Source: an optimization exercise on an open RTL-to-GDS flow (aim: small area, a short achievable clock period and few clock cycles per item). Production flows keep margins and buffers that such runs may drop.
At most, simulation tests tie the RTL to the original design; equivalence was not proved.
Only the layout flow was run in run 1; the RTL was not checked for function there.

**flow/design.v**
```verilog
package pvpo_pkg;
	localparam int unsigned VOLT_W  = 15;
	localparam int unsigned CNT_W   = 16;
	localparam int unsigned POWER_W = 2 * VOLT_W;
	localparam logic [VOLT_W-1:0]  SEED_NUM     = VOLT_W'(218);
	localparam logic [POWER_W-1:0] MIN_POWER_UP = POWER_W'(120000);
	localparam logic [VOLT_W-1:0] RST_LOW_LIMIT   = '0;
	localparam logic [CNT_W-1:0]  RST_INTERVAL    = CNT_W'(25);
	localparam logic [VOLT_W-1:0] RST_STEP        = VOLT_W'(10);
	localparam logic [VOLT_W-1:0] RST_CURRENT_MIN = '0;
	localparam logic [CNT_W-1:0]  RST_FILTER      = CNT_W'(250);
endpackage
import pvpo_pkg::*;
module pvpo_core (
	input  logic [VOLT_W-1:0]  low_limit,
	input  logic [VOLT_W-1:0]  step,
	input  logic [CNT_W:0]     low_minus_step,   
	input  logic [CNT_W-1:0]   low_plus_step,    
	input  logic [CNT_W:0]     filter_minus_1,   
	input  logic [VOLT_W-1:0]  ref_q,
	input  logic [CNT_W-1:0]   stall_q,
	input  logic               do_seed,      
	input  logic               do_pause,     
	input  logic               do_eval,      
	input  logic               do_disturb,   
	input  logic               pge,          
	input  logic               up_trend,     
	input  logic               chg_low,      
	input  logic [VOLT_W-1:0]  load,         
	input  logic [CNT_W-1:0]   volt_step,    
	output logic               ref_we,
	output logic [VOLT_W-1:0]  ref_d,
	output logic               stall_we,
	output logic [CNT_W-1:0]   stall_d,
	output logic               forced
);
	logic              at_low;
	logic              hold_low;
	logic              go_up;
	logic [CNT_W-1:0]  up_sum;
	logic [VOLT_W-1:0] dn_diff;
	logic              up_below;    
	logic              up_over;     
	logic              dn_below;    
	logic              sel_low, sel_max, sel_up, sel_dn, sel_load;
	logic              stall;
	logic              trip_inc;
	logic              trip_zero;
	assign at_low   = (ref_q <= low_limit);
	assign hold_low = at_low && !pge;
	assign go_up    = at_low ? pge : up_trend;
	assign up_sum   = CNT_W'(ref_q) + CNT_W'(step);
	assign dn_diff  = ref_q - step;
	assign up_below = ($signed({2'b00, ref_q}) < $signed(low_minus_step));
	assign up_over  = (ref_q > ~step);
	assign dn_below = ({1'b0, ref_q} < low_plus_step);
	assign sel_low  = do_eval && (hold_low || (go_up ? up_below : dn_below));
	assign sel_max  = do_eval && !hold_low && go_up && !up_below && up_over;
	assign sel_up   = do_eval && !hold_low && go_up && !up_below && !up_over;
	assign sel_dn   = do_eval && !hold_low && !go_up && !dn_below;
	assign sel_load = !do_eval;
	assign ref_d = ({VOLT_W{sel_low}}  & low_limit)
	             | ({VOLT_W{sel_max}})
	             | ({VOLT_W{sel_up}}   & up_sum[VOLT_W-1:0])
	             | ({VOLT_W{sel_dn}}   & dn_diff)
	             | ({VOLT_W{sel_load}} & load);
	assign stall     = (CNT_W'(ref_q) > volt_step) && chg_low;
	assign trip_inc  = ($signed({1'b0, stall_q}) >= $signed(filter_minus_1));
	assign trip_zero = filter_minus_1[CNT_W];
	assign forced    = do_disturb && (stall ? trip_inc : trip_zero);
	assign stall_we  = do_disturb;
	assign stall_d   = (forced || !stall) ? '0 : (stall_q + CNT_W'(1));
	assign ref_we = do_seed || do_pause || do_eval || forced;
endmodule
module pvpo_mul_tree (
	input  logic [14:0] a,
	input  logic [14:0] b,
	output logic [29:0] row_a,
	output logic [29:0] row_b
);
	logic [14:0] pp [15];
	logic t1, t2, t3, t4, t5, t6, t7, t8, t9, t10, t11, t12, t13, t14, t15, t16, t17, t18, t19, t20, t21, t22, t23, t24, t25, t26, t27, t28, t29, t30, t31, t32, t33, t34, t35, t36, t37, t38, t39, t40, t41, t42, t43, t44, t45, t46, t47, t48, t49, t50, t51, t52, t53, t54, t55, t56, t57, t58, t59, t60, t61, t62, t63, t64, t65, t66, t67, t68, t69, t70, t71, t72, t73, t74, t75, t76, t77, t78, t79, t80, t81, t82, t83, t84, t85, t86, t87, t88, t89, t90, t91, t92, t93, t94, t95, t96, t97, t98, t99, t100, t101, t102, t103, t104, t105, t106, t107, t108, t109, t110, t111, t112, t113, t114, t115, t116, t117, t118, t119, t120, t121, t122, t123, t124, t125, t126, t127, t128, t129, t130, t131, t132, t133, t134, t135, t136, t137, t138, t139, t140, t141, t142, t143, t144, t145, t146, t147, t148, t149, t150, t151, t152, t153, t154, t155, t156, t157, t158, t159, t160, t161, t162, t163, t164, t165, t166, t167, t168, t169, t170, t171, t172, t173, t174, t175, t176, t177, t178, t179, t180, t181, t182, t183, t184, t185, t186, t187, t188, t189, t190, t191, t192, t193, t194, t195, t196, t197, t198, t199, t200, t201, t202, t203, t204, t205, t206, t207, t208, t209, t210, t211, t212, t213, t214, t215, t216, t217, t218, t219, t220, t221, t222, t223, t224, t225, t226, t227, t228, t229, t230, t231, t232, t233, t234, t235, t236, t237, t238, t239, t240, t241, t242, t243, t244, t245, t246, t247, t248, t249, t250, t251, t252, t253, t254, t255, t256, t257, t258, t259, t260, t261, t262, t263, t264, t265, t266, t267, t268, t269, t270, t271, t272, t273, t274, t275, t276, t277, t278, t279, t280, t281, t282, t283, t284, t285, t286, t287, t288, t289, t290, t291, t292, t293, t294, t295, t296, t297, t298, t299, t300, t301, t302, t303, t304, t305, t306, t307, t308, t309, t310, t311, t312, t313, t314, t315, t316, t317, t318, t319, t320, t321, t322, t323, t324, t325, t326, t327, t328, t329, t330, t331, t332, t333, t334, t335, t336, t337, t338, t339, t340, t341, t342, t343, t344, t345, t346, t347, t348, t349, t350, t351, t352, t353, t354, t355, t356, t357, t358, t359, t360, t361, t362, t363, t364;
	always_comb for (int i = 0; i < 15; i++) pp[i] = b & {15{a[i]}};
	assign t1 = pp[0][13] ^ pp[1][12];
	assign t2 = pp[0][13] & pp[1][12];
	assign t3 = pp[0][14] ^ pp[1][13] ^ pp[2][12];
	assign t4 = (pp[0][14] & pp[1][13]) | (pp[0][14] & pp[2][12]) | (pp[1][13] & pp[2][12]);
	assign t5 = pp[3][11] ^ pp[4][10];
	assign t6 = pp[3][11] & pp[4][10];
	assign t7 = pp[1][14] ^ pp[2][13] ^ pp[3][12];
	assign t8 = (pp[1][14] & pp[2][13]) | (pp[1][14] & pp[3][12]) | (pp[2][13] & pp[3][12]);
	assign t9 = pp[4][11] ^ pp[5][10];
	assign t10 = pp[4][11] & pp[5][10];
	assign t11 = pp[2][14] ^ pp[3][13] ^ pp[4][12];
	assign t12 = (pp[2][14] & pp[3][13]) | (pp[2][14] & pp[4][12]) | (pp[3][13] & pp[4][12]);
	assign t13 = pp[0][9] ^ pp[1][8];
	assign t14 = pp[0][9] & pp[1][8];
	assign t15 = pp[0][10] ^ pp[1][9] ^ pp[2][8];
	assign t16 = (pp[0][10] & pp[1][9]) | (pp[0][10] & pp[2][8]) | (pp[1][9] & pp[2][8]);
	assign t17 = pp[3][7] ^ pp[4][6];
	assign t18 = pp[3][7] & pp[4][6];
	assign t19 = pp[0][11] ^ pp[1][10] ^ pp[2][9];
	assign t20 = (pp[0][11] & pp[1][10]) | (pp[0][11] & pp[2][9]) | (pp[1][10] & pp[2][9]);
	assign t21 = pp[3][8] ^ pp[4][7] ^ pp[5][6];
	assign t22 = (pp[3][8] & pp[4][7]) | (pp[3][8] & pp[5][6]) | (pp[4][7] & pp[5][6]);
	assign t23 = pp[6][5] ^ pp[7][4];
	assign t24 = pp[6][5] & pp[7][4];
	assign t25 = pp[0][12] ^ pp[1][11] ^ pp[2][10];
	assign t26 = (pp[0][12] & pp[1][11]) | (pp[0][12] & pp[2][10]) | (pp[1][11] & pp[2][10]);
	assign t27 = pp[3][9] ^ pp[4][8] ^ pp[5][7];
	assign t28 = (pp[3][9] & pp[4][8]) | (pp[3][9] & pp[5][7]) | (pp[4][8] & pp[5][7]);
	assign t29 = pp[6][6] ^ pp[7][5] ^ pp[8][4];
	assign t30 = (pp[6][6] & pp[7][5]) | (pp[6][6] & pp[8][4]) | (pp[7][5] & pp[8][4]);
	assign t31 = pp[9][3] ^ pp[10][2];
	assign t32 = pp[9][3] & pp[10][2];
	assign t33 = pp[2][11] ^ pp[3][10] ^ pp[4][9];
	assign t34 = (pp[2][11] & pp[3][10]) | (pp[2][11] & pp[4][9]) | (pp[3][10] & pp[4][9]);
	assign t35 = pp[5][8] ^ pp[6][7] ^ pp[7][6];
	assign t36 = (pp[5][8] & pp[6][7]) | (pp[5][8] & pp[7][6]) | (pp[6][7] & pp[7][6]);
	assign t37 = pp[8][5] ^ pp[9][4] ^ pp[10][3];
	assign t38 = (pp[8][5] & pp[9][4]) | (pp[8][5] & pp[10][3]) | (pp[9][4] & pp[10][3]);
	assign t39 = pp[11][2] ^ pp[12][1] ^ pp[13][0];
	assign t40 = (pp[11][2] & pp[12][1]) | (pp[11][2] & pp[13][0]) | (pp[12][1] & pp[13][0]);
	assign t41 = pp[5][9] ^ pp[6][8] ^ pp[7][7];
	assign t42 = (pp[5][9] & pp[6][8]) | (pp[5][9] & pp[7][7]) | (pp[6][8] & pp[7][7]);
	assign t43 = pp[8][6] ^ pp[9][5] ^ pp[10][4];
	assign t44 = (pp[8][6] & pp[9][5]) | (pp[8][6] & pp[10][4]) | (pp[9][5] & pp[10][4]);
	assign t45 = pp[11][3] ^ pp[12][2] ^ pp[13][1];
	assign t46 = (pp[11][3] & pp[12][2]) | (pp[11][3] & pp[13][1]) | (pp[12][2] & pp[13][1]);
	assign t47 = pp[14][0] ^ t2 ^ t3;
	assign t48 = (pp[14][0] & t2) | (pp[14][0] & t3) | (t2 & t3);
	assign t49 = pp[6][9] ^ pp[7][8] ^ pp[8][7];
	assign t50 = (pp[6][9] & pp[7][8]) | (pp[6][9] & pp[8][7]) | (pp[7][8] & pp[8][7]);
	assign t51 = pp[9][6] ^ pp[10][5] ^ pp[11][4];
	assign t52 = (pp[9][6] & pp[10][5]) | (pp[9][6] & pp[11][4]) | (pp[10][5] & pp[11][4]);
	assign t53 = pp[12][3] ^ pp[13][2] ^ pp[14][1];
	assign t54 = (pp[12][3] & pp[13][2]) | (pp[12][3] & pp[14][1]) | (pp[13][2] & pp[14][1]);
	assign t55 = t4 ^ t6 ^ t7;
	assign t56 = (t4 & t6) | (t4 & t7) | (t6 & t7);
	assign t57 = pp[5][11] ^ pp[6][10] ^ pp[7][9];
	assign t58 = (pp[5][11] & pp[6][10]) | (pp[5][11] & pp[7][9]) | (pp[6][10] & pp[7][9]);
	assign t59 = pp[8][8] ^ pp[9][7] ^ pp[10][6];
	assign t60 = (pp[8][8] & pp[9][7]) | (pp[8][8] & pp[10][6]) | (pp[9][7] & pp[10][6]);
	assign t61 = pp[11][5] ^ pp[12][4] ^ pp[13][3];
	assign t62 = (pp[11][5] & pp[12][4]) | (pp[11][5] & pp[13][3]) | (pp[12][4] & pp[13][3]);
	assign t63 = pp[14][2] ^ t8 ^ t10;
	assign t64 = (pp[14][2] & t8) | (pp[14][2] & t10) | (t8 & t10);
	assign t65 = pp[3][14] ^ pp[4][13] ^ pp[5][12];
	assign t66 = (pp[3][14] & pp[4][13]) | (pp[3][14] & pp[5][12]) | (pp[4][13] & pp[5][12]);
	assign t67 = pp[6][11] ^ pp[7][10] ^ pp[8][9];
	assign t68 = (pp[6][11] & pp[7][10]) | (pp[6][11] & pp[8][9]) | (pp[7][10] & pp[8][9]);
	assign t69 = pp[9][8] ^ pp[10][7] ^ pp[11][6];
	assign t70 = (pp[9][8] & pp[10][7]) | (pp[9][8] & pp[11][6]) | (pp[10][7] & pp[11][6]);
	assign t71 = pp[12][5] ^ pp[13][4] ^ pp[14][3];
	assign t72 = (pp[12][5] & pp[13][4]) | (pp[12][5] & pp[14][3]) | (pp[13][4] & pp[14][3]);
	assign t73 = pp[4][14] ^ pp[5][13] ^ pp[6][12];
	assign t74 = (pp[4][14] & pp[5][13]) | (pp[4][14] & pp[6][12]) | (pp[5][13] & pp[6][12]);
	assign t75 = pp[7][11] ^ pp[8][10] ^ pp[9][9];
	assign t76 = (pp[7][11] & pp[8][10]) | (pp[7][11] & pp[9][9]) | (pp[8][10] & pp[9][9]);
	assign t77 = pp[10][8] ^ pp[11][7] ^ pp[12][6];
	assign t78 = (pp[10][8] & pp[11][7]) | (pp[10][8] & pp[12][6]) | (pp[11][7] & pp[12][6]);
	assign t79 = pp[5][14] ^ pp[6][13] ^ pp[7][12];
	assign t80 = (pp[5][14] & pp[6][13]) | (pp[5][14] & pp[7][12]) | (pp[6][13] & pp[7][12]);
	assign t81 = pp[8][11] ^ pp[9][10] ^ pp[10][9];
	assign t82 = (pp[8][11] & pp[9][10]) | (pp[8][11] & pp[10][9]) | (pp[9][10] & pp[10][9]);
	assign t83 = pp[6][14] ^ pp[7][13] ^ pp[8][12];
	assign t84 = (pp[6][14] & pp[7][13]) | (pp[6][14] & pp[8][12]) | (pp[7][13] & pp[8][12]);
	assign t85 = pp[0][6] ^ pp[1][5];
	assign t86 = pp[0][6] & pp[1][5];
	assign t87 = pp[0][7] ^ pp[1][6] ^ pp[2][5];
	assign t88 = (pp[0][7] & pp[1][6]) | (pp[0][7] & pp[2][5]) | (pp[1][6] & pp[2][5]);
	assign t89 = pp[3][4] ^ pp[4][3];
	assign t90 = pp[3][4] & pp[4][3];
	assign t91 = pp[0][8] ^ pp[1][7] ^ pp[2][6];
	assign t92 = (pp[0][8] & pp[1][7]) | (pp[0][8] & pp[2][6]) | (pp[1][7] & pp[2][6]);
	assign t93 = pp[3][5] ^ pp[4][4] ^ pp[5][3];
	assign t94 = (pp[3][5] & pp[4][4]) | (pp[3][5] & pp[5][3]) | (pp[4][4] & pp[5][3]);
	assign t95 = pp[6][2] ^ pp[7][1];
	assign t96 = pp[6][2] & pp[7][1];
	assign t97 = pp[2][7] ^ pp[3][6] ^ pp[4][5];
	assign t98 = (pp[2][7] & pp[3][6]) | (pp[2][7] & pp[4][5]) | (pp[3][6] & pp[4][5]);
	assign t99 = pp[5][4] ^ pp[6][3] ^ pp[7][2];
	assign t100 = (pp[5][4] & pp[6][3]) | (pp[5][4] & pp[7][2]) | (pp[6][3] & pp[7][2]);
	assign t101 = pp[8][1] ^ pp[9][0] ^ t13;
	assign t102 = (pp[8][1] & pp[9][0]) | (pp[8][1] & t13) | (pp[9][0] & t13);
	assign t103 = pp[5][5] ^ pp[6][4] ^ pp[7][3];
	assign t104 = (pp[5][5] & pp[6][4]) | (pp[5][5] & pp[7][3]) | (pp[6][4] & pp[7][3]);
	assign t105 = pp[8][2] ^ pp[9][1] ^ pp[10][0];
	assign t106 = (pp[8][2] & pp[9][1]) | (pp[8][2] & pp[10][0]) | (pp[9][1] & pp[10][0]);
	assign t107 = t14 ^ t15 ^ t17;
	assign t108 = (t14 & t15) | (t14 & t17) | (t15 & t17);
	assign t109 = pp[8][3] ^ pp[9][2] ^ pp[10][1];
	assign t110 = (pp[8][3] & pp[9][2]) | (pp[8][3] & pp[10][1]) | (pp[9][2] & pp[10][1]);
	assign t111 = pp[11][0] ^ t16 ^ t18;
	assign t112 = (pp[11][0] & t16) | (pp[11][0] & t18) | (t16 & t18);
	assign t113 = t19 ^ t21 ^ t23;
	assign t114 = (t19 & t21) | (t19 & t23) | (t21 & t23);
	assign t115 = pp[11][1] ^ pp[12][0] ^ t20;
	assign t116 = (pp[11][1] & pp[12][0]) | (pp[11][1] & t20) | (pp[12][0] & t20);
	assign t117 = t22 ^ t24 ^ t25;
	assign t118 = (t22 & t24) | (t22 & t25) | (t24 & t25);
	assign t119 = t27 ^ t29 ^ t31;
	assign t120 = (t27 & t29) | (t27 & t31) | (t29 & t31);
	assign t121 = t1 ^ t26 ^ t28;
	assign t122 = (t1 & t26) | (t1 & t28) | (t26 & t28);
	assign t123 = t30 ^ t32 ^ t33;
	assign t124 = (t30 & t32) | (t30 & t33) | (t32 & t33);
	assign t125 = t35 ^ t37 ^ t39;
	assign t126 = (t35 & t37) | (t35 & t39) | (t37 & t39);
	assign t127 = t5 ^ t34 ^ t36;
	assign t128 = (t5 & t34) | (t5 & t36) | (t34 & t36);
	assign t129 = t38 ^ t40 ^ t41;
	assign t130 = (t38 & t40) | (t38 & t41) | (t40 & t41);
	assign t131 = t43 ^ t45 ^ t47;
	assign t132 = (t43 & t45) | (t43 & t47) | (t45 & t47);
	assign t133 = t9 ^ t42 ^ t44;
	assign t134 = (t9 & t42) | (t9 & t44) | (t42 & t44);
	assign t135 = t46 ^ t48 ^ t49;
	assign t136 = (t46 & t48) | (t46 & t49) | (t48 & t49);
	assign t137 = t51 ^ t53 ^ t55;
	assign t138 = (t51 & t53) | (t51 & t55) | (t53 & t55);
	assign t139 = t11 ^ t50 ^ t52;
	assign t140 = (t11 & t50) | (t11 & t52) | (t50 & t52);
	assign t141 = t54 ^ t56 ^ t57;
	assign t142 = (t54 & t56) | (t54 & t57) | (t56 & t57);
	assign t143 = t59 ^ t61 ^ t63;
	assign t144 = (t59 & t61) | (t59 & t63) | (t61 & t63);
	assign t145 = t12 ^ t58 ^ t60;
	assign t146 = (t12 & t58) | (t12 & t60) | (t58 & t60);
	assign t147 = t62 ^ t64 ^ t65;
	assign t148 = (t62 & t64) | (t62 & t65) | (t64 & t65);
	assign t149 = t67 ^ t69 ^ t71;
	assign t150 = (t67 & t69) | (t67 & t71) | (t69 & t71);
	assign t151 = pp[13][5] ^ pp[14][4] ^ t66;
	assign t152 = (pp[13][5] & pp[14][4]) | (pp[13][5] & t66) | (pp[14][4] & t66);
	assign t153 = t68 ^ t70 ^ t72;
	assign t154 = (t68 & t70) | (t68 & t72) | (t70 & t72);
	assign t155 = t73 ^ t75 ^ t77;
	assign t156 = (t73 & t75) | (t73 & t77) | (t75 & t77);
	assign t157 = pp[11][8] ^ pp[12][7] ^ pp[13][6];
	assign t158 = (pp[11][8] & pp[12][7]) | (pp[11][8] & pp[13][6]) | (pp[12][7] & pp[13][6]);
	assign t159 = pp[14][5] ^ t74 ^ t76;
	assign t160 = (pp[14][5] & t74) | (pp[14][5] & t76) | (t74 & t76);
	assign t161 = t78 ^ t79 ^ t81;
	assign t162 = (t78 & t79) | (t78 & t81) | (t79 & t81);
	assign t163 = pp[9][11] ^ pp[10][10] ^ pp[11][9];
	assign t164 = (pp[9][11] & pp[10][10]) | (pp[9][11] & pp[11][9]) | (pp[10][10] & pp[11][9]);
	assign t165 = pp[12][8] ^ pp[13][7] ^ pp[14][6];
	assign t166 = (pp[12][8] & pp[13][7]) | (pp[12][8] & pp[14][6]) | (pp[13][7] & pp[14][6]);
	assign t167 = t80 ^ t82 ^ t83;
	assign t168 = (t80 & t82) | (t80 & t83) | (t82 & t83);
	assign t169 = pp[7][14] ^ pp[8][13] ^ pp[9][12];
	assign t170 = (pp[7][14] & pp[8][13]) | (pp[7][14] & pp[9][12]) | (pp[8][13] & pp[9][12]);
	assign t171 = pp[10][11] ^ pp[11][10] ^ pp[12][9];
	assign t172 = (pp[10][11] & pp[11][10]) | (pp[10][11] & pp[12][9]) | (pp[11][10] & pp[12][9]);
	assign t173 = pp[13][8] ^ pp[14][7] ^ t84;
	assign t174 = (pp[13][8] & pp[14][7]) | (pp[13][8] & t84) | (pp[14][7] & t84);
	assign t175 = pp[8][14] ^ pp[9][13] ^ pp[10][12];
	assign t176 = (pp[8][14] & pp[9][13]) | (pp[8][14] & pp[10][12]) | (pp[9][13] & pp[10][12]);
	assign t177 = pp[11][11] ^ pp[12][10] ^ pp[13][9];
	assign t178 = (pp[11][11] & pp[12][10]) | (pp[11][11] & pp[13][9]) | (pp[12][10] & pp[13][9]);
	assign t179 = pp[9][14] ^ pp[10][13] ^ pp[11][12];
	assign t180 = (pp[9][14] & pp[10][13]) | (pp[9][14] & pp[11][12]) | (pp[10][13] & pp[11][12]);
	assign t181 = pp[0][4] ^ pp[1][3];
	assign t182 = pp[0][4] & pp[1][3];
	assign t183 = pp[0][5] ^ pp[1][4] ^ pp[2][3];
	assign t184 = (pp[0][5] & pp[1][4]) | (pp[0][5] & pp[2][3]) | (pp[1][4] & pp[2][3]);
	assign t185 = pp[3][2] ^ pp[4][1];
	assign t186 = pp[3][2] & pp[4][1];
	assign t187 = pp[2][4] ^ pp[3][3] ^ pp[4][2];
	assign t188 = (pp[2][4] & pp[3][3]) | (pp[2][4] & pp[4][2]) | (pp[3][3] & pp[4][2]);
	assign t189 = pp[5][1] ^ pp[6][0] ^ t85;
	assign t190 = (pp[5][1] & pp[6][0]) | (pp[5][1] & t85) | (pp[6][0] & t85);
	assign t191 = pp[5][2] ^ pp[6][1] ^ pp[7][0];
	assign t192 = (pp[5][2] & pp[6][1]) | (pp[5][2] & pp[7][0]) | (pp[6][1] & pp[7][0]);
	assign t193 = t86 ^ t87 ^ t89;
	assign t194 = (t86 & t87) | (t86 & t89) | (t87 & t89);
	assign t195 = pp[8][0] ^ t88 ^ t90;
	assign t196 = (pp[8][0] & t88) | (pp[8][0] & t90) | (t88 & t90);
	assign t197 = t91 ^ t93 ^ t95;
	assign t198 = (t91 & t93) | (t91 & t95) | (t93 & t95);
	assign t199 = t92 ^ t94 ^ t96;
	assign t200 = (t92 & t94) | (t92 & t96) | (t94 & t96);
	assign t201 = t97 ^ t99 ^ t101;
	assign t202 = (t97 & t99) | (t97 & t101) | (t99 & t101);
	assign t203 = t98 ^ t100 ^ t102;
	assign t204 = (t98 & t100) | (t98 & t102) | (t100 & t102);
	assign t205 = t103 ^ t105 ^ t107;
	assign t206 = (t103 & t105) | (t103 & t107) | (t105 & t107);
	assign t207 = t104 ^ t106 ^ t108;
	assign t208 = (t104 & t106) | (t104 & t108) | (t106 & t108);
	assign t209 = t109 ^ t111 ^ t113;
	assign t210 = (t109 & t111) | (t109 & t113) | (t111 & t113);
	assign t211 = t110 ^ t112 ^ t114;
	assign t212 = (t110 & t112) | (t110 & t114) | (t112 & t114);
	assign t213 = t115 ^ t117 ^ t119;
	assign t214 = (t115 & t117) | (t115 & t119) | (t117 & t119);
	assign t215 = t116 ^ t118 ^ t120;
	assign t216 = (t116 & t118) | (t116 & t120) | (t118 & t120);
	assign t217 = t121 ^ t123 ^ t125;
	assign t218 = (t121 & t123) | (t121 & t125) | (t123 & t125);
	assign t219 = t122 ^ t124 ^ t126;
	assign t220 = (t122 & t124) | (t122 & t126) | (t124 & t126);
	assign t221 = t127 ^ t129 ^ t131;
	assign t222 = (t127 & t129) | (t127 & t131) | (t129 & t131);
	assign t223 = t128 ^ t130 ^ t132;
	assign t224 = (t128 & t130) | (t128 & t132) | (t130 & t132);
	assign t225 = t133 ^ t135 ^ t137;
	assign t226 = (t133 & t135) | (t133 & t137) | (t135 & t137);
	assign t227 = t134 ^ t136 ^ t138;
	assign t228 = (t134 & t136) | (t134 & t138) | (t136 & t138);
	assign t229 = t139 ^ t141 ^ t143;
	assign t230 = (t139 & t141) | (t139 & t143) | (t141 & t143);
	assign t231 = t140 ^ t142 ^ t144;
	assign t232 = (t140 & t142) | (t140 & t144) | (t142 & t144);
	assign t233 = t145 ^ t147 ^ t149;
	assign t234 = (t145 & t147) | (t145 & t149) | (t147 & t149);
	assign t235 = t146 ^ t148 ^ t150;
	assign t236 = (t146 & t148) | (t146 & t150) | (t148 & t150);
	assign t237 = t151 ^ t153 ^ t155;
	assign t238 = (t151 & t153) | (t151 & t155) | (t153 & t155);
	assign t239 = t152 ^ t154 ^ t156;
	assign t240 = (t152 & t154) | (t152 & t156) | (t154 & t156);
	assign t241 = t157 ^ t159 ^ t161;
	assign t242 = (t157 & t159) | (t157 & t161) | (t159 & t161);
	assign t243 = t158 ^ t160 ^ t162;
	assign t244 = (t158 & t160) | (t158 & t162) | (t160 & t162);
	assign t245 = t163 ^ t165 ^ t167;
	assign t246 = (t163 & t165) | (t163 & t167) | (t165 & t167);
	assign t247 = t164 ^ t166 ^ t168;
	assign t248 = (t164 & t166) | (t164 & t168) | (t166 & t168);
	assign t249 = t169 ^ t171 ^ t173;
	assign t250 = (t169 & t171) | (t169 & t173) | (t171 & t173);
	assign t251 = pp[14][8] ^ t170 ^ t172;
	assign t252 = (pp[14][8] & t170) | (pp[14][8] & t172) | (t170 & t172);
	assign t253 = t174 ^ t175 ^ t177;
	assign t254 = (t174 & t175) | (t174 & t177) | (t175 & t177);
	assign t255 = pp[12][11] ^ pp[13][10] ^ pp[14][9];
	assign t256 = (pp[12][11] & pp[13][10]) | (pp[12][11] & pp[14][9]) | (pp[13][10] & pp[14][9]);
	assign t257 = t176 ^ t178 ^ t179;
	assign t258 = (t176 & t178) | (t176 & t179) | (t178 & t179);
	assign t259 = pp[10][14] ^ pp[11][13] ^ pp[12][12];
	assign t260 = (pp[10][14] & pp[11][13]) | (pp[10][14] & pp[12][12]) | (pp[11][13] & pp[12][12]);
	assign t261 = pp[13][11] ^ pp[14][10] ^ t180;
	assign t262 = (pp[13][11] & pp[14][10]) | (pp[13][11] & t180) | (pp[14][10] & t180);
	assign t263 = pp[11][14] ^ pp[12][13] ^ pp[13][12];
	assign t264 = (pp[11][14] & pp[12][13]) | (pp[11][14] & pp[13][12]) | (pp[12][13] & pp[13][12]);
	assign t265 = pp[0][3] ^ pp[1][2];
	assign t266 = pp[0][3] & pp[1][2];
	assign t267 = pp[2][2] ^ pp[3][1] ^ pp[4][0];
	assign t268 = (pp[2][2] & pp[3][1]) | (pp[2][2] & pp[4][0]) | (pp[3][1] & pp[4][0]);
	assign t269 = pp[5][0] ^ t182 ^ t183;
	assign t270 = (pp[5][0] & t182) | (pp[5][0] & t183) | (t182 & t183);
	assign t271 = t184 ^ t186 ^ t187;
	assign t272 = (t184 & t186) | (t184 & t187) | (t186 & t187);
	assign t273 = t188 ^ t190 ^ t191;
	assign t274 = (t188 & t190) | (t188 & t191) | (t190 & t191);
	assign t275 = t192 ^ t194 ^ t195;
	assign t276 = (t192 & t194) | (t192 & t195) | (t194 & t195);
	assign t277 = t196 ^ t198 ^ t199;
	assign t278 = (t196 & t198) | (t196 & t199) | (t198 & t199);
	assign t279 = t200 ^ t202 ^ t203;
	assign t280 = (t200 & t202) | (t200 & t203) | (t202 & t203);
	assign t281 = t204 ^ t206 ^ t207;
	assign t282 = (t204 & t206) | (t204 & t207) | (t206 & t207);
	assign t283 = t208 ^ t210 ^ t211;
	assign t284 = (t208 & t210) | (t208 & t211) | (t210 & t211);
	assign t285 = t212 ^ t214 ^ t215;
	assign t286 = (t212 & t214) | (t212 & t215) | (t214 & t215);
	assign t287 = t216 ^ t218 ^ t219;
	assign t288 = (t216 & t218) | (t216 & t219) | (t218 & t219);
	assign t289 = t220 ^ t222 ^ t223;
	assign t290 = (t220 & t222) | (t220 & t223) | (t222 & t223);
	assign t291 = t224 ^ t226 ^ t227;
	assign t292 = (t224 & t226) | (t224 & t227) | (t226 & t227);
	assign t293 = t228 ^ t230 ^ t231;
	assign t294 = (t228 & t230) | (t228 & t231) | (t230 & t231);
	assign t295 = t232 ^ t234 ^ t235;
	assign t296 = (t232 & t234) | (t232 & t235) | (t234 & t235);
	assign t297 = t236 ^ t238 ^ t239;
	assign t298 = (t236 & t238) | (t236 & t239) | (t238 & t239);
	assign t299 = t240 ^ t242 ^ t243;
	assign t300 = (t240 & t242) | (t240 & t243) | (t242 & t243);
	assign t301 = t244 ^ t246 ^ t247;
	assign t302 = (t244 & t246) | (t244 & t247) | (t246 & t247);
	assign t303 = t248 ^ t250 ^ t251;
	assign t304 = (t248 & t250) | (t248 & t251) | (t250 & t251);
	assign t305 = t252 ^ t254 ^ t255;
	assign t306 = (t252 & t254) | (t252 & t255) | (t254 & t255);
	assign t307 = t256 ^ t258 ^ t259;
	assign t308 = (t256 & t258) | (t256 & t259) | (t258 & t259);
	assign t309 = pp[14][11] ^ t260 ^ t262;
	assign t310 = (pp[14][11] & t260) | (pp[14][11] & t262) | (t260 & t262);
	assign t311 = pp[12][14] ^ pp[13][13] ^ pp[14][12];
	assign t312 = (pp[12][14] & pp[13][13]) | (pp[12][14] & pp[14][12]) | (pp[13][13] & pp[14][12]);
	assign t313 = pp[0][2] ^ pp[1][1];
	assign t314 = pp[0][2] & pp[1][1];
	assign t315 = pp[2][1] ^ pp[3][0] ^ t265;
	assign t316 = (pp[2][1] & pp[3][0]) | (pp[2][1] & t265) | (pp[3][0] & t265);
	assign t317 = t181 ^ t266 ^ t267;
	assign t318 = (t181 & t266) | (t181 & t267) | (t266 & t267);
	assign t319 = t185 ^ t268 ^ t269;
	assign t320 = (t185 & t268) | (t185 & t269) | (t268 & t269);
	assign t321 = t189 ^ t270 ^ t271;
	assign t322 = (t189 & t270) | (t189 & t271) | (t270 & t271);
	assign t323 = t193 ^ t272 ^ t273;
	assign t324 = (t193 & t272) | (t193 & t273) | (t272 & t273);
	assign t325 = t197 ^ t274 ^ t275;
	assign t326 = (t197 & t274) | (t197 & t275) | (t274 & t275);
	assign t327 = t201 ^ t276 ^ t277;
	assign t328 = (t201 & t276) | (t201 & t277) | (t276 & t277);
	assign t329 = t205 ^ t278 ^ t279;
	assign t330 = (t205 & t278) | (t205 & t279) | (t278 & t279);
	assign t331 = t209 ^ t280 ^ t281;
	assign t332 = (t209 & t280) | (t209 & t281) | (t280 & t281);
	assign t333 = t213 ^ t282 ^ t283;
	assign t334 = (t213 & t282) | (t213 & t283) | (t282 & t283);
	assign t335 = t217 ^ t284 ^ t285;
	assign t336 = (t217 & t284) | (t217 & t285) | (t284 & t285);
	assign t337 = t221 ^ t286 ^ t287;
	assign t338 = (t221 & t286) | (t221 & t287) | (t286 & t287);
	assign t339 = t225 ^ t288 ^ t289;
	assign t340 = (t225 & t288) | (t225 & t289) | (t288 & t289);
	assign t341 = t229 ^ t290 ^ t291;
	assign t342 = (t229 & t290) | (t229 & t291) | (t290 & t291);
	assign t343 = t233 ^ t292 ^ t293;
	assign t344 = (t233 & t292) | (t233 & t293) | (t292 & t293);
	assign t345 = t237 ^ t294 ^ t295;
	assign t346 = (t237 & t294) | (t237 & t295) | (t294 & t295);
	assign t347 = t241 ^ t296 ^ t297;
	assign t348 = (t241 & t296) | (t241 & t297) | (t296 & t297);
	assign t349 = t245 ^ t298 ^ t299;
	assign t350 = (t245 & t298) | (t245 & t299) | (t298 & t299);
	assign t351 = t249 ^ t300 ^ t301;
	assign t352 = (t249 & t300) | (t249 & t301) | (t300 & t301);
	assign t353 = t253 ^ t302 ^ t303;
	assign t354 = (t253 & t302) | (t253 & t303) | (t302 & t303);
	assign t355 = t257 ^ t304 ^ t305;
	assign t356 = (t257 & t304) | (t257 & t305) | (t304 & t305);
	assign t357 = t261 ^ t306 ^ t307;
	assign t358 = (t261 & t306) | (t261 & t307) | (t306 & t307);
	assign t359 = t263 ^ t308 ^ t309;
	assign t360 = (t263 & t308) | (t263 & t309) | (t308 & t309);
	assign t361 = t264 ^ t310 ^ t311;
	assign t362 = (t264 & t310) | (t264 & t311) | (t310 & t311);
	assign t363 = pp[13][14] ^ pp[14][13] ^ t312;
	assign t364 = (pp[13][14] & pp[14][13]) | (pp[13][14] & t312) | (pp[14][13] & t312);
	assign row_a = {1'b0, pp[14][14], t362, t360, t358, t356, t354, t352, t350, t348, t346, t344, t342, t340, t338, t336, t334, t332, t330, t328, t326, t324, t322, t320, t318, t316, t314, pp[2][0], pp[0][1], pp[0][0]};
	assign row_b = {1'b0, t364, t363, t361, t359, t357, t355, t353, t351, t349, t347, t345, t343, t341, t339, t337, t335, t333, t331, t329, t327, t325, t323, t321, t319, t317, t315, t313, pp[1][0], 1'b0};
endmodule
import pvpo_pkg::*;
module pv_perturb_observe_mppt (
	input  logic        clk,
	input  logic        arst_n,
	input  logic        sample_valid,
	output logic        sample_ready,
	input  logic [1:0]  sample_action,
	input  logic [14:0] sample_pv_voltage,
	input  logic [14:0] sample_pv_current,
	input  logic [14:0] sample_charge_current,
	input  logic        sample_pause,
	output logic        result_valid,
	input  logic        result_ready,
	output logic [14:0] result_voltage_ref,
	output logic        result_evaluated,
	output logic        result_forced_pulldown,
	input  logic        cfg_valid,
	output logic        cfg_ready,
	input  logic [2:0]  cfg_index,
	input  logic [15:0] cfg_data
);
	logic [VOLT_W-1:0] low_limit;
	logic [CNT_W-1:0]  interval;
	logic [VOLT_W-1:0] step;
	logic [VOLT_W-1:0] cur_min;
	logic [CNT_W-1:0]  filter;
	assign cfg_ready = 1'b1;
	logic [CNT_W:0]    low_minus_step;
	logic [CNT_W-1:0]  low_plus_step;
	logic [CNT_W:0]    filter_minus_1;
	always_ff @(posedge clk) begin
		low_minus_step <= {2'b00, low_limit} - {2'b00, step};
		low_plus_step  <= {1'b0, low_limit} + {1'b0, step};
		filter_minus_1 <= {1'b0, filter} - (CNT_W+1)'(1);
	end
	always_ff @(posedge clk or negedge arst_n) begin
		if (!arst_n) begin
			low_limit <= RST_LOW_LIMIT;
			interval  <= RST_INTERVAL;
			step      <= RST_STEP;
			cur_min   <= RST_CURRENT_MIN;
			filter    <= RST_FILTER;
		end else if (cfg_valid) begin
			case (cfg_index)
				3'd0: low_limit <= cfg_data[VOLT_W-1:0];
				3'd1: interval  <= cfg_data[CNT_W-1:0];
				3'd2: step      <= cfg_data[VOLT_W-1:0];
				3'd3: cur_min   <= cfg_data[VOLT_W-1:0];
				3'd4: filter    <= cfg_data[CNT_W-1:0];
				default: begin
				end
			endcase
		end
	end
	logic              hv_q;    
	logic              en_q;    
	assign sample_ready = en_q;
	logic              s1_valid;
	logic [1:0]        s1_act;
	logic              s1_pause;
	logic              s1_chg;
	logic [VOLT_W-1:0] s1_v;
	logic [VOLT_W-1:0] s1_b;
	always_ff @(posedge clk or negedge arst_n) begin
		if (!arst_n)
			s1_valid <= 1'b0;
		else if (en_q)
			s1_valid <= sample_valid;
	end
	always_ff @(posedge clk) begin
		if (en_q) begin
			s1_act   <= sample_action;
			s1_pause <= sample_pause;
			s1_chg   <= (sample_charge_current < cur_min);
			s1_v     <= sample_pv_voltage;
			s1_b     <= sample_action[0] ? sample_pv_current : SEED_NUM;
		end
	end
	logic [POWER_W-1:0] row_a;
	logic [POWER_W-1:0] row_b;
	logic [CNT_W-1:0]   tick_q;
	logic [CNT_W-1:0]   tick_inc;
	logic               s1_tick;
	logic               s1_eval;
	pvpo_mul_tree u_mul (
		.a     (s1_v),
		.b     (s1_b),
		.row_a (row_a),
		.row_b (row_b)
	);
	assign s1_tick  = (s1_act == 2'd1);
	assign tick_inc = tick_q + CNT_W'(1);
	assign s1_eval  = s1_tick && !s1_pause && (tick_inc >= interval);
	always_ff @(posedge clk or negedge arst_n) begin
		if (!arst_n)
			tick_q <= '0;
		else if (en_q && s1_valid && s1_tick)
			tick_q <= (s1_pause || s1_eval) ? '0 : tick_inc;
	end
	logic                s2_valid;
	logic                s2_init;
	logic                s2_pause;
	logic                s2_eval;
	logic                s2_dist;
	logic                s2_chg;
	logic [VOLT_W-1:0]   s2_v;
	logic [POWER_W-1:0]  s2_ra;
	logic [POWER_W-1:0]  s2_rb;
	always_ff @(posedge clk or negedge arst_n) begin
		if (!arst_n)
			s2_valid <= 1'b0;
		else if (en_q)
			s2_valid <= s1_valid;
	end
	always_ff @(posedge clk) begin
		if (en_q) begin
			s2_init  <= (s1_act == 2'd0);
			s2_pause <= s1_tick && s1_pause;
			s2_eval  <= s1_eval;
			s2_dist  <= (s1_act == 2'd2);
			s2_chg   <= s1_chg;
			s2_v     <= s1_v;
			s2_ra    <= row_a;
			s2_rb    <= row_b;
		end
	end
	logic [CNT_W-1:0]   prev_v_q;
	logic [POWER_W-1:0] prev_p_q;
	logic               prev_p_zero_q;
	logic               go2;
	logic [POWER_W-1:0] power;
	logic [POWER_W-1:0] fall_s, fall_c;
	logic [POWER_W:0]   fall_sum;
	logic [POWER_W-1:0] low_row;
	logic [POWER_W-1:0] seed_s, seed_c;
	logic [POWER_W:0]   seed_sum;
	logic [VOLT_W-1:0]  seed_raw;
	logic [VOLT_W-1:0]  seed;
	logic [CNT_W-1:0]   volt_step;
	logic               pfell;
	logic               v_gt;
	logic               v_eq;
	assign go2   = en_q && s2_valid;
	assign power = s2_ra + s2_rb;
	assign fall_s   = s2_ra ^ s2_rb ^ ~prev_p_q;
	assign fall_c   = (s2_ra & s2_rb) | (s2_ra & ~prev_p_q) | (s2_rb & ~prev_p_q);
	assign fall_sum = {1'b0, fall_s} + {fall_c, 1'b1};
	assign pfell    = !prev_p_zero_q && !fall_sum[POWER_W];
	assign low_row   = ~{7'd0, low_limit, 8'd0};
	assign seed_s    = s2_ra ^ s2_rb ^ low_row;
	assign seed_c    = (s2_ra & s2_rb) | (s2_ra & low_row) | (s2_rb & low_row);
	assign seed_sum  = {1'b0, seed_s} + {seed_c, 1'b1};
	assign seed_raw  = power[VOLT_W+7:8];
	assign seed      = seed_sum[POWER_W] ? seed_raw : low_limit;
	assign volt_step = CNT_W'(s2_v) + CNT_W'(step);
	assign v_gt      = (CNT_W'(s2_v) > prev_v_q);
	assign v_eq      = (CNT_W'(s2_v) == prev_v_q);
	always_ff @(posedge clk or negedge arst_n) begin
		if (!arst_n) begin
			prev_v_q      <= '0;
			prev_p_zero_q <= 1'b1;
		end else if (go2) begin
			if (s2_init)
				prev_v_q <= CNT_W'(seed);
			else if (s2_pause)
				prev_v_q <= volt_step;
			else if (s2_eval)
				prev_v_q <= CNT_W'(s2_v);
			if (s2_init || s2_pause)
				prev_p_zero_q <= 1'b1;
			else if (s2_eval)
				prev_p_zero_q <= 1'b0;
		end
	end
	always_ff @(posedge clk) begin
		if (go2 && s2_eval)
			prev_p_q <= power;
	end
	logic                s3_valid;
	logic                s3_init;
	logic                s3_pause;
	logic                s3_eval;
	logic                s3_dist;
	logic                s3_chg;
	logic                s3_pge;
	logic                s3_up;
	logic [VOLT_W-1:0]   s3_load;    
	logic [CNT_W-1:0]    s3_vstep;   
	always_ff @(posedge clk or negedge arst_n) begin
		if (!arst_n)
			s3_valid <= 1'b0;
		else if (en_q)
			s3_valid <= s2_valid;
	end
	always_ff @(posedge clk) begin
		if (en_q) begin
			s3_init  <= s2_init;
			s3_pause <= s2_pause;
			s3_eval  <= s2_eval;
			s3_dist  <= s2_dist;
			s3_chg   <= s2_chg;
			s3_pge   <= (power >= MIN_POWER_UP);
			s3_up    <= pfell ? !(v_gt || v_eq) : v_gt;
			s3_load  <= s2_pause ? s2_v : seed;
			s3_vstep <= volt_step;
		end
	end
	logic [VOLT_W-1:0]  ref_q;
	logic [CNT_W-1:0]   stall_q;
	logic               go;
	logic               ref_we;
	logic [VOLT_W-1:0]  ref_d;
	logic               stall_we;
	logic [CNT_W-1:0]   stall_d;
	logic               forced;
	assign go = en_q && s3_valid;
	pvpo_core u_core (
		.low_limit  (low_limit),
		.step       (step),
		.low_minus_step (low_minus_step),
		.low_plus_step  (low_plus_step),
		.filter_minus_1 (filter_minus_1),
		.ref_q      (ref_q),
		.stall_q    (stall_q),
		.do_seed    (s3_init),
		.do_pause   (s3_pause),
		.do_eval    (s3_eval),
		.do_disturb (s3_dist),
		.pge        (s3_pge),
		.up_trend   (s3_up),
		.chg_low    (s3_chg),
		.load       (s3_load),
		.volt_step  (s3_vstep),
		.ref_we     (ref_we),
		.ref_d      (ref_d),
		.stall_we   (stall_we),
		.stall_d    (stall_d),
		.forced     (forced)
	);
	always_ff @(posedge clk or negedge arst_n) begin
		if (!arst_n) begin
			ref_q   <= '0;
			stall_q <= '0;
		end else if (go) begin
			if (ref_we)
				ref_q <= ref_d;
			if (stall_we)
				stall_q <= stall_d;
		end
	end
	logic [VOLT_W+1:0] res_new;
	logic [VOLT_W+1:0] head_q;
	logic [VOLT_W+1:0] skid_q;
	logic              take;
	assign res_new = {(ref_we ? ref_d : ref_q), s3_eval, forced};
	assign take    = hv_q && result_ready;
	always_ff @(posedge clk or negedge arst_n) begin
		if (!arst_n) begin
			hv_q <= 1'b0;
			en_q <= 1'b1;
		end else begin
			if (!hv_q)
				hv_q <= go;
			else if (take && en_q)
				hv_q <= go;
			en_q <= en_q ? !(hv_q && !take && go) : take;
		end
	end
	always_ff @(posedge clk) begin
		if (!en_q) begin
			if (take)
				head_q <= skid_q;
		end else if (go && (!hv_q || take)) begin
			head_q <= res_new;
		end
		if (en_q && go && hv_q && !take)
			skid_q <= res_new;
	end
	assign result_valid           = hv_q;
	assign result_voltage_ref     = head_q[VOLT_W+1:2];
	assign result_evaluated       = head_q[1];
	assign result_forced_pulldown = head_q[0];
endmodule
```
**flow/flow/run.sh**
```bash
#!/bin/bash
# Standard ORFS layout (the standard.sh), with extra make settings read from
# flow/knobs.txt: the timing repair aims for extra setup slack and the port buffers use a
# plain buffer cell. The clock period and all constraints stay the design's.
set -euo pipefail
mapfile -t KNOBS < <(grep -v '^#' flow/knobs.txt | grep .)
bash standard.sh "${KNOBS[@]}" finish > flow_standard.log 2>&1
```
**flow/flow/knobs.txt**
```
SETUP_SLACK_MARGIN=7
BUFFER_PORTS_ARGS=-buffer_cell sky130_fd_sc_hd__buf_2
```
**flow/standard.sh**
```bash
#!/bin/bash
# synth_recipe.tcl (not shown) runs the flow's synth.tcl, then flattens the netlist and writes it again
# the make line also repeats each setting of config.mk as NAME=value (left out here)
make -C /OpenROAD-flow-scripts/flow DESIGN_CONFIG=/design/flow/config.mk WORK_HOME=/design/flow/orfs CLKGATE_MAP_FILE= SYNTH_SCRIPT=/design/flow/synth_recipe.tcl "${@:-finish}"
```
**flow/config.mk**
```make
export PLATFORM = sky130hd
export DESIGN_NAME = pv_perturb_observe_mppt
export DESIGN_NICKNAME = pv_perturb_observe_mppt
export VERILOG_FILES = /design/flow/design.v
export SDC_FILE = /design/flow/constraint.sdc
export NUM_CORES = 4
export LEC_CHECK = 0
export CAP_MARGIN = 20
export CORE_MARGIN = 2
export CORE_UTILIZATION = 40
export SLEW_MARGIN = 20
```
**flow/constraint.sdc**
```tcl
create_clock -name core_clock -period 11.5 [get_ports {clk}]
set_input_delay 2.3000 -clock core_clock [delete_from_list [all_inputs] [get_ports {clk}]]
set_output_delay 2.3000 -clock core_clock [all_outputs]
set_load 0.01 [all_outputs]
```
==> results_dict.tcl, run 1 <==
set metrics [dict create \
    grt_overflow 0 \
    die-area_mm2 0.0802 \
    dpl.hpwl_mm 57.9 \
    ctsHtreeMaxLevel 2 \
    io_buffers 90 \
    async_flop_share_pct 35.9 \
    clock_latency_ns 0.61 \
    grt_pass1_vias 21600 \
    fmaxAchievable_mhz 240 \
    slew_headroom_pct 24.6 \
    route.detailed.drc 0 \
    finalHoldViolCount 0 \
    nets 3731 \
    worst_pin_slew_ns 1.12 \
    rr_worst_depth 12 \
    post_cts_buffers 0 \
    synth_area_mm2 0.0312 \
    ys_seq_area_share_pct 35.4 \
    grt_max_degree 86 \
    r2r-start "step[13]" \
    ys_ff_latch 407 \
    crit_buf_inv 1 \
    status "finished clean" \
    ys_types 98 \
    fin_worst_skew_ns 0.0366 \
    clk_pin_slew_ns 0.06 \
    path_cells "inv_1 -> ha_1 -> or4b_1 -> and4bb_1 -> nor3_1 -> o21ai_1 -> nand2_1 -> nor4_4 -> a221oi_1 -> o21ai_0 -> mux2_2 -> mux2_2" \
    maxCapViolCount 0 \
    grt_pass1_wl_mm 121 \
    cts_tree "built" \
    final_common_cell "inv_1" \
    drt-total-wl_mm 75.1 \
    hold_class "flip-flop to flip-flop" \
    min_delay_path_depth 0 \
    crit_arrival_ns 4.63 \
    finalSetupViolCount 0 \
    syn_area_per_cell_um2 10.2 \
    synth_edf_count 213 \
    core.rowCount 102 \
    drt-initial-drc-count 1271 \
    rsz0062_at_grt "false" \
    timing.final.crit_share_pct 36.2 \
    hp-start "s1_chg" \
    startpoint "step[13]" \
    r2r_slack_ns 7.34 \
    max_stage_delay_ns 0.85 \
    gp_congestion 0.932 \
    utilization_pct 44.4 \
    yosys_warnings 3 \
    die_h_um 283 \
    slew_violations 0 \
    ys.flop_type "edfxtp_1" \
    critical_path_class "flip-flop to flip-flop" \
    synthTopCellsByArea "edfxtp_1 21%, fa_1 14%, ha_1 12%" \
    cts_sinks 407 \
    worstPathRequired_ns 11.97 \
    cts_resized 0 \
    dpl_cell_area_mm2 0.0327 \
    ant_nets 0 \
    drt-pass1-iter-count 8 \
    end_kind "flip-flop" \
    post-route-cell-area_mm2 0.0343 \
    die_w_um 283 \
    yosysTopAreaCell "edfxtp_1" \
    start_util_pct 40.3 \
    synth_top_area_share_pct 20.5 \
    hold_end "s2_chg" \
    rr_endpoint "head_q[13]" \
    syn_to_final_growth_pct 10.2 \
    cp_max_fo 18 \
    cts_root_buffer "clkbuf_16" \
    finalCriticalPeriod_ns 4.16 \
    critPathLaunchType "flip-flop" \
    cts_hold_buf 0 \
    critPathMostFrequentCell "mux2_2" \
    clockBufferDepth 3 \
    antenna_found_initial 0 \
    grt_usage_pct 19.0 \
    io-pin-count 92 \
    numCtsBuffers 49 \
    layout_common_cells "529 x inv_1, 309 x ha_1, 233 x nand2_1" \
    antenna_cells 0 \
    coreArea_mm2 0.0773 \
    wl_per_cell_um 17.8 \
    cp_slowest_cell "nor4_4" \
    synthesis.nets 3662 \
    tns_ns 0 \
    critPathTopFamily "simple AND/OR/NAND/NOR gates" \
    vias 21300 \
    syn_inst 3064 \
    viasPerCell 5.06 \
    drive_above_1_share_pct 9.83 \
]
-- per-stage QoR --
| step | std cells | worst slack, ns | hold slack (ns) |
|---|---|---|---|
| after floorplan | 3064 | 7.60 | 0.400 |
| after global placement | 4122 | 7.36 | 0.434 |
| after detailed placement | 4122 | 7.34 | 0.436 |
| after CTS | 4214 | 7.31 | 0.456 |
| after global routing | 4214 | 7.07 | 0.449 |
| final | 4214 | 7.34 | 0.455 |
-- Yosys cell counts, types with 9 or more instances --
| master | n |
|---|---|
| a211oi_1 | 27 |
| a21o_1 | 56 |
| a21oi_1 | 120 |
| a221oi_1 | 15 |
| a31oi_1 | 13 |
| and2_1 | 167 |
| and3_1 | 19 |
| clkbuf_1 | 77 |
| dfrtp_1 | 133 |
| dfstp_2 | 13 |
| dfxtp_1 | 48 |
| edfxtp_1 | 213 |
| fa_1 | 217 |
| ha_1 | 309 |
| inv_1 | 529 |
| mux2_2 | 81 |
| mux2i_1 | 15 |
| nand2_1 | 233 |
| nand2b_1 | 27 |
| nand3_1 | 42 |
| nand4_1 | 24 |
| nor2_1 | 124 |
| nor2b_1 | 33 |
| nor3_1 | 27 |
| nor4_1 | 10 |
| o211ai_1 | 12 |
| o21a_1 | 28 |
| o21ai_0 | 124 |
| o21bai_1 | 23 |
| o31ai_1 | 9 |
| or3_1 | 9 |
| xnor2_1 | 71 |
| xor2_1 | 43 |
-- kinds of logic after synthesis --
family	after synthesis	synth area share, %
buffers and inverters	619	7.53
DFF	407	35.4
other	1	0.0120
and+or+nand+nor	759	12.5
AOI/OAI and AO/OA	542	11.7
muxes	96	3.41
adders and majority gates	526	26.3
xor gates and xnor gates	114	3.20
-- sequential cells by signal, summed over array words and instances, names as in the netlist, 16 cells and up --
name,cells
low_plus_step,16
prev_v_q,16
interval,16
s2_ra,29
stall_q,16
filter_minus_1,17
tick_q,16
prev_p_q,30
filter,16
skid_q,17
s2_rb,28
head_q,17
s3_vstep,16
-- per-layer routing --
layer / vias to the layer above / part of all wire (%) / GRT usage (%)
met1: 10300 / 48 / 26.7
met4: 0 / 2.8 / 5.60
met3: 114 / 4.0 / 2.18
met2: 438 / 46 / 30.8
li1: 10400 / - / -
met5: - / 0 / 0
-- worst max path at each step --
stage / endpoint / slack [ns] / depth (start not counted)
after global routing: head_q[13] / 7.07 / 12
after global placement: head_q[16] / 7.36 / 11
final: head_q[13] / 7.34 / 12
after detailed placement: head_q[15] / 7.34 / 11
after CTS: prev_v_q[14] / 7.31 / 14
after floorplan: s1_chg / 7.60 / 10
-- area by class of cell --
type                    count  area [µm²]
clock buffers              67        1390
flip-flops and latches    407       11000
inverters                 532        2000
fillers                  7406       43000
well taps                1040        1300
multi-input cells        2038       17800
repair buffers            105         569
clock inverters            25         235
==> run 2, diff against run 1 <==
--- a/flow/design.v
+++ b/flow/design.v
@@ -18,5 +18,5 @@
 	input  logic [CNT_W-1:0]   low_plus_step,    
-	input  logic [CNT_W:0]     filter_minus_1,   
+	input  logic [CNT_W-1:0]   filter,
 	input  logic [VOLT_W-1:0]  ref_q,
-	input  logic [CNT_W-1:0]   stall_q,
+	input  logic [CNT_W-1:0]   stall1_q,         
 	input  logic               do_seed,      
@@ -33,3 +33,3 @@
 	output logic               stall_we,
-	output logic [CNT_W-1:0]   stall_d,
+	output logic [CNT_W-1:0]   stall1_d,
 	output logic               forced
@@ -67,7 +67,7 @@
 	assign stall     = (CNT_W'(ref_q) > volt_step) && chg_low;
-	assign trip_inc  = ($signed({1'b0, stall_q}) >= $signed(filter_minus_1));
-	assign trip_zero = filter_minus_1[CNT_W];
+	assign trip_inc  = (stall1_q >= filter);
+	assign trip_zero = (filter == '0);
 	assign forced    = do_disturb && (stall ? trip_inc : trip_zero);
 	assign stall_we  = do_disturb;
-	assign stall_d   = (forced || !stall) ? '0 : (stall_q + CNT_W'(1));
+	assign stall1_d  = (forced || !stall) ? CNT_W'(1) : (stall1_q + CNT_W'(1));
 	assign ref_we = do_seed || do_pause || do_eval || forced;
@@ -479,3 +479,2 @@
 	logic [CNT_W-1:0]  low_plus_step;
-	logic [CNT_W:0]    filter_minus_1;
 	always_ff @(posedge clk) begin
@@ -483,3 +482,2 @@
 		low_plus_step  <= {1'b0, low_limit} + {1'b0, step};
-		filter_minus_1 <= {1'b0, filter} - (CNT_W+1)'(1);
 	end
@@ -530,4 +528,3 @@
 	logic [POWER_W-1:0] row_b;
-	logic [CNT_W-1:0]   tick_q;
-	logic [CNT_W-1:0]   tick_inc;
+	logic [CNT_W-1:0]   tick1_q;    
 	logic               s1_tick;
@@ -541,9 +538,8 @@
 	assign s1_tick  = (s1_act == 2'd1);
-	assign tick_inc = tick_q + CNT_W'(1);
-	assign s1_eval  = s1_tick && !s1_pause && (tick_inc >= interval);
+	assign s1_eval  = s1_tick && !s1_pause && (tick1_q >= interval);
 	always_ff @(posedge clk or negedge arst_n) begin
 		if (!arst_n)
-			tick_q <= '0;
+			tick1_q <= CNT_W'(1);
 		else if (en_q && s1_valid && s1_tick)
-			tick_q <= (s1_pause || s1_eval) ? '0 : tick_inc;
+			tick1_q <= (s1_pause || s1_eval) ? CNT_W'(1) : (tick1_q + CNT_W'(1));
 	end
@@ -576,3 +572,2 @@
 	end
-	logic [CNT_W-1:0]   prev_v_q;
 	logic [POWER_W-1:0] prev_p_q;
@@ -583,11 +578,3 @@
 	logic [POWER_W:0]   fall_sum;
-	logic [POWER_W-1:0] low_row;
-	logic [POWER_W-1:0] seed_s, seed_c;
-	logic [POWER_W:0]   seed_sum;
-	logic [VOLT_W-1:0]  seed_raw;
-	logic [VOLT_W-1:0]  seed;
-	logic [CNT_W-1:0]   volt_step;
 	logic               pfell;
-	logic               v_gt;
-	logic               v_eq;
 	assign go2   = en_q && s2_valid;
@@ -598,22 +585,6 @@
 	assign pfell    = !prev_p_zero_q && !fall_sum[POWER_W];
-	assign low_row   = ~{7'd0, low_limit, 8'd0};
-	assign seed_s    = s2_ra ^ s2_rb ^ low_row;
-	assign seed_c    = (s2_ra & s2_rb) | (s2_ra & low_row) | (s2_rb & low_row);
-	assign seed_sum  = {1'b0, seed_s} + {seed_c, 1'b1};
-	assign seed_raw  = power[VOLT_W+7:8];
-	assign seed      = seed_sum[POWER_W] ? seed_raw : low_limit;
-	assign volt_step = CNT_W'(s2_v) + CNT_W'(step);
-	assign v_gt      = (CNT_W'(s2_v) > prev_v_q);
-	assign v_eq      = (CNT_W'(s2_v) == prev_v_q);
 	always_ff @(posedge clk or negedge arst_n) begin
-		if (!arst_n) begin
-			prev_v_q      <= '0;
+		if (!arst_n)
 			prev_p_zero_q <= 1'b1;
-		end else if (go2) begin
-			if (s2_init)
-				prev_v_q <= CNT_W'(seed);
-			else if (s2_pause)
-				prev_v_q <= volt_step;
-			else if (s2_eval)
-				prev_v_q <= CNT_W'(s2_v);
+		else if (go2) begin
 			if (s2_init || s2_pause)
@@ -635,5 +606,6 @@
 	logic                s3_pge;
-	logic                s3_up;
-	logic [VOLT_W-1:0]   s3_load;    
-	logic [CNT_W-1:0]    s3_vstep;   
+	logic                s3_fell;
+	logic [VOLT_W-1:0]   s3_v;
+	logic [VOLT_W-1:0]   s3_seed_raw;   
+	logic [CNT_W-1:0]    s3_vstep;      
 	always_ff @(posedge clk or negedge arst_n) begin
@@ -646,11 +618,12 @@
 		if (en_q) begin
-			s3_init  <= s2_init;
-			s3_pause <= s2_pause;
-			s3_eval  <= s2_eval;
-			s3_dist  <= s2_dist;
-			s3_chg   <= s2_chg;
-			s3_pge   <= (power >= MIN_POWER_UP);
-			s3_up    <= pfell ? !(v_gt || v_eq) : v_gt;
-			s3_load  <= s2_pause ? s2_v : seed;
-			s3_vstep <= volt_step;
+			s3_init     <= s2_init;
+			s3_pause    <= s2_pause;
+			s3_eval     <= s2_eval;
+			s3_dist     <= s2_dist;
+			s3_chg      <= s2_chg;
+			s3_pge      <= (power >= MIN_POWER_UP);
+			s3_fell     <= pfell;
+			s3_v        <= s2_v;
+			s3_seed_raw <= power[VOLT_W+7:8];
+			s3_vstep    <= CNT_W'(s2_v) + CNT_W'(step);
 		end
@@ -658,4 +631,9 @@
 	logic [VOLT_W-1:0]  ref_q;
-	logic [CNT_W-1:0]   stall_q;
+	logic [CNT_W-1:0]   stall1_q;    
+	logic [CNT_W-1:0]   prev_v_q;
 	logic               go;
+	logic [VOLT_W-1:0]  seed;
+	logic               v_gt;
+	logic               v_eq;
+	logic               up_trend;
 	logic               ref_we;
@@ -663,27 +641,31 @@
 	logic               stall_we;
-	logic [CNT_W-1:0]   stall_d;
+	logic [CNT_W-1:0]   stall1_d;
 	logic               forced;
-	assign go = en_q && s3_valid;
+	assign go       = en_q && s3_valid;
+	assign seed     = (s3_seed_raw < low_limit) ? low_limit : s3_seed_raw;
+	assign v_gt     = (CNT_W'(s3_v) > prev_v_q);
+	assign v_eq     = (CNT_W'(s3_v) == prev_v_q);
+	assign up_trend = s3_fell ? !(v_gt || v_eq) : v_gt;
 	pvpo_core u_core (
-		.low_limit  (low_limit),
-		.step       (step),
+		.low_limit      (low_limit),
+		.step           (step),
 		.low_minus_step (low_minus_step),
 		.low_plus_step  (low_plus_step),
-		.filter_minus_1 (filter_minus_1),
-		.ref_q      (ref_q),
-		.stall_q    (stall_q),
-		.do_seed    (s3_init),
-		.do_pause   (s3_pause),
-		.do_eval    (s3_eval),
-		.do_disturb (s3_dist),
-		.pge        (s3_pge),
-		.up_trend   (s3_up),
-		.chg_low    (s3_chg),
-		.load       (s3_load),
-		.volt_step  (s3_vstep),
-		.ref_we     (ref_we),
-		.ref_d      (ref_d),
-		.stall_we   (stall_we),
-		.stall_d    (stall_d),
-		.forced     (forced)
+		.filter         (filter),
+		.ref_q          (ref_q),
+		.stall1_q       (stall1_q),
+		.do_seed        (s3_init),
+		.do_pause       (s3_pause),
+		.do_eval        (s3_eval),
+		.do_disturb     (s3_dist),
+		.pge            (s3_pge),
+		.up_trend       (up_trend),
+		.chg_low        (s3_chg),
+		.load           (s3_pause ? s3_v : seed),
+		.volt_step      (s3_vstep),
+		.ref_we         (ref_we),
+		.ref_d          (ref_d),
+		.stall_we       (stall_we),
+		.stall1_d       (stall1_d),
+		.forced         (forced)
 	);
@@ -691,4 +673,5 @@
 		if (!arst_n) begin
-			ref_q   <= '0;
-			stall_q <= '0;
+			ref_q    <= '0;
+			stall1_q <= CNT_W'(1);
+			prev_v_q <= '0;
 		end else if (go) begin
@@ -697,3 +680,9 @@
 			if (stall_we)
-				stall_q <= stall_d;
+				stall1_q <= stall1_d;
+			if (s3_init)
+				prev_v_q <= CNT_W'(seed);
+			else if (s3_pause)
+				prev_v_q <= s3_vstep;
+			else if (s3_eval)
+				prev_v_q <= CNT_W'(s3_v);
 		end
--- a/flow/config.mk
+++ b/flow/config.mk
@@ -9,3 +9,4 @@
 export CORE_MARGIN = 2
-export CORE_UTILIZATION = 40
+export CORE_UTILIZATION = 60
+export PLACE_DENSITY = 0.7
 export SLEW_MARGIN = 20
==> results_dict.tcl, run 2 <==
set metrics [dict create \
    r2r-start "ref_q[1]" \
    maxCapViolCount 0 \
    die-area_mm2 0.0526 \
    vias 22400 \
    layout_common_cells "471 x inv_1, 282 x ha_1, 228 x edfxtp_1" \
    met1_usage_pct 38.7 \
    cts_tree "built" \
    cts_root_buffer "clkbuf_16" \
    antenna_found_initial 1 \
    reg_top3 "prev_p_q: 30 flops, s2_ra: 29 flops, s2_rb: 28 flops" \
    rr_worst_depth 11 \
    cts_resized 0 \
    met2_usage_pct 54.5 \
    grt_max_degree 82 \
    worst_slack_ns 7.33 \
    dpl.hpwl_mm 60.9 \
    grt_pass1_wl_mm 126 \
    yosys_warnings 3 \
    r2r_slack_ns 7.33 \
    drt-initial-drc-count 1681 \
    timing.final.crit_share_pct 36.3 \
    numCtsBuffers 46 \
    cts_hold_buf 0 \
    hold_ws_ns 0.421 \
    synth_commonest_cells "471 x inv_1, 282 x ha_1, 228 x edfxtp_1" \
    hp-start "s2_dist" \
    worstPathRequired_ns 11.95 \
    slew_violations 0 \
    syn_area_per_cell_um2 10.0 \
    viasPerCell 5.87 \
    fmaxAchievable_mhz 240 \
    core.rowCount 82 \
    io_buffers 90 \
    status "finished clean" \
    synth_edf_count 228 \
    ys.flop_type "edfxtp_1" \
    met3_usage_pct 3.30 \
    wl_per_cell_um 20.8 \
    syn_inst 3040 \
    ant_nets 0 \
    ys_types 91 \
    die_w_um 229 \
    ys_seq_area_share_pct 36.6 \
    grt_overflow 0 \
    synth_top_area_share_pct 22.5 \
    clock_latency_ns 0.58 \
    final_common_cell "inv_1" \
    io-pin-count 92 \
    yosysMostFrequentCell "inv_1" \
    min_delay_path_depth 0 \
    fillerInstances 3969 \
    finalHoldViolCount 0 \
    grt_usage_pct 30.7 \
    cts_sinks 405 \
    gp_congestion 0.946 \
    regMostFlops "prev_p_q" \
    cp_max_fo 24 \
    hold_class "flip-flop to flip-flop" \
    ctsHtreeMaxLevel 2 \
    end_kind "flip-flop" \
    die_h_um 229 \
    slew_headroom_pct 29.6 \
    tns_ns 0 \
    fin_worst_skew_ns 0.0195 \
    worst_pin_slew_ns 1.06 \
    instances_no_fill 3812 \
    top_usage_layer "met2" \
    critPathLaunchType "flip-flop" \
    synth_area_mm2 0.0304 \
    async_flop_share_pct 36.0 \
    nets 3658 \
    rr_endpoint "ref_q[8]" \
    start_util_pct 60.7 \
    post_cts_buffers 0 \
    utilization_pct 65.9 \
    finalSetupViolCount 0 \
    route.detailed.drc 0 \
    drt-pass1-iter-count 5 \
    finalCriticalPeriod_ns 4.17 \
    yosysTopAreaCell "edfxtp_1" \
    hold_end "s3_dist" \
    clk_pin_slew_ns 0.06 \
    crit_arrival_ns 4.63 \
    drt-total-wl_mm 79.3 \
    ys_ff_latch 405 \
    coreArea_mm2 0.0502 \
    synthesis.nets 3596 \
    syn_to_final_growth_pct 8.54 \
    largest_reg_flops 30 \
    rsz0062_at_grt "false" \
    clockBufferDepth 3 \
    drive_above_1_share_pct 8.51 \
    dpl.cell_count 3726 \
    place_ws_ns 7.24 \
    synthTopCellsByArea "edfxtp_1 22%, fa_1 13%, ha_1 12%" \
    grt_pass1_vias 23100 \
    critical_path_class "flip-flop to flip-flop" \
]
## run 2: final cells by class
class                           instances  area [µm²]  share of cell area, %
Clock inverter                         25         282                  0.852
Multi-Input combinational cell       2070       17200                   52.0
Timing Repair Buffer                  107         584                   1.77
Clock buffer                           59        1230                   3.72
Sequential cell                       405       11100                   33.7
Tap cell                              672         841                   2.54
Antenna cell                            2        5.00                 0.0151
Inverter                              472        1770                   5.36
## run 2: metal layers
metal  part of all wire, %  vias up
li1                      -    10500
met1                    41    11000
met2                    50      734
met3                   5.2      165
met4                   3.8        0
met5                     0        -
## run 2: how the worst max path moves through the flow
stage | from | to | slack [ns] | cells after the start
detailed placement | sample_charge_current[1] | s1_chg | 7.24 | 10
CTS | ref_q[1] | ref_q[8] | 7.40 | 11
global placement | sample_charge_current[1] | s1_chg | 7.31 | 10
finish | ref_q[1] | ref_q[8] | 7.33 | 11
floorplan | result_ready | skid_q[0] | 7.47 | 1
global route | ref_q[1] | head_q[8] | 7.08 | 10
## run 2: metrics by stage
stage | area, µm²
2_1_floorplan | 30500
3_3_place_gp | 31500
3_5_place_dp | 31500
4_1_cts | 33000
5_1_grt | 33000
6_report | 33100
## run 2: cells by family (layout without fill, tap and decap cells)
family | Yosys count | count (layout) | synth area share (%)
adders and majority gates | 484 | 484 | 24.9
xor gates and xnor gates | 85 | 85 | 2.44
other | 1 | 3 | 0.0123
muxes | 46 | 46 | 1.66
and+or+nand+nor | 842 | 842 | 14.2
DFF | 405 | 405 | 36.6
AOI/OAI and AO/OA | 612 | 612 | 13.3
buffers and inverters | 565 | 663 | 7.02
## run 2: critical path, stage by stage, from the launching register on
cell and delay (ns):
dfrtp_1 0.82, ha_1 0.38, nor2b_1 0.14, o21bai_1 0.12, a31oi_1 0.13, o311a_1 0.49, o211ai_1 0.17, o21ai_1 0.24
o21a_1 0.25, buf_4 0.22, nor2_1 0.67, mux2_2 0.41
Testbench counts of run 2, summed over its fixed seeds: cycles 12,115, items 12,083.

separate check: timing with driven ports:
The flow's constraints put no driver on any port. The routed layouts listed below were extracted and timed again, unchanged, in two steps. Step 1: set_driving_cell puts a clkbuf_16 on clk and a buf_2 on each other input, an assumption about the parent block. Step 2, shift: input delay + t, output delay - t, t = (earliest + latest rising clock arrival at the registers) / 2. This alone moves slack from input paths to output paths. Three values: ideal, step 1, step 2; two values: the first two.
| run | t (ns) | setup slack, ns | worst setup path after step 2 | pins driven straight from the clock port |
|---|---|---|---|---|
| run 1 | 0.647 | 7.341 / 7.341 / 7.341 | register to register | 1 |
| run 2 | 0.637 | 7.326 / 7.326 / 7.274 | input to register | 1 |
After both steps setup and hold are still met in every run listed. The setup slack of run 2, which loses most, moves by 0.000 ns with the drivers and by -0.052 ns with both steps.
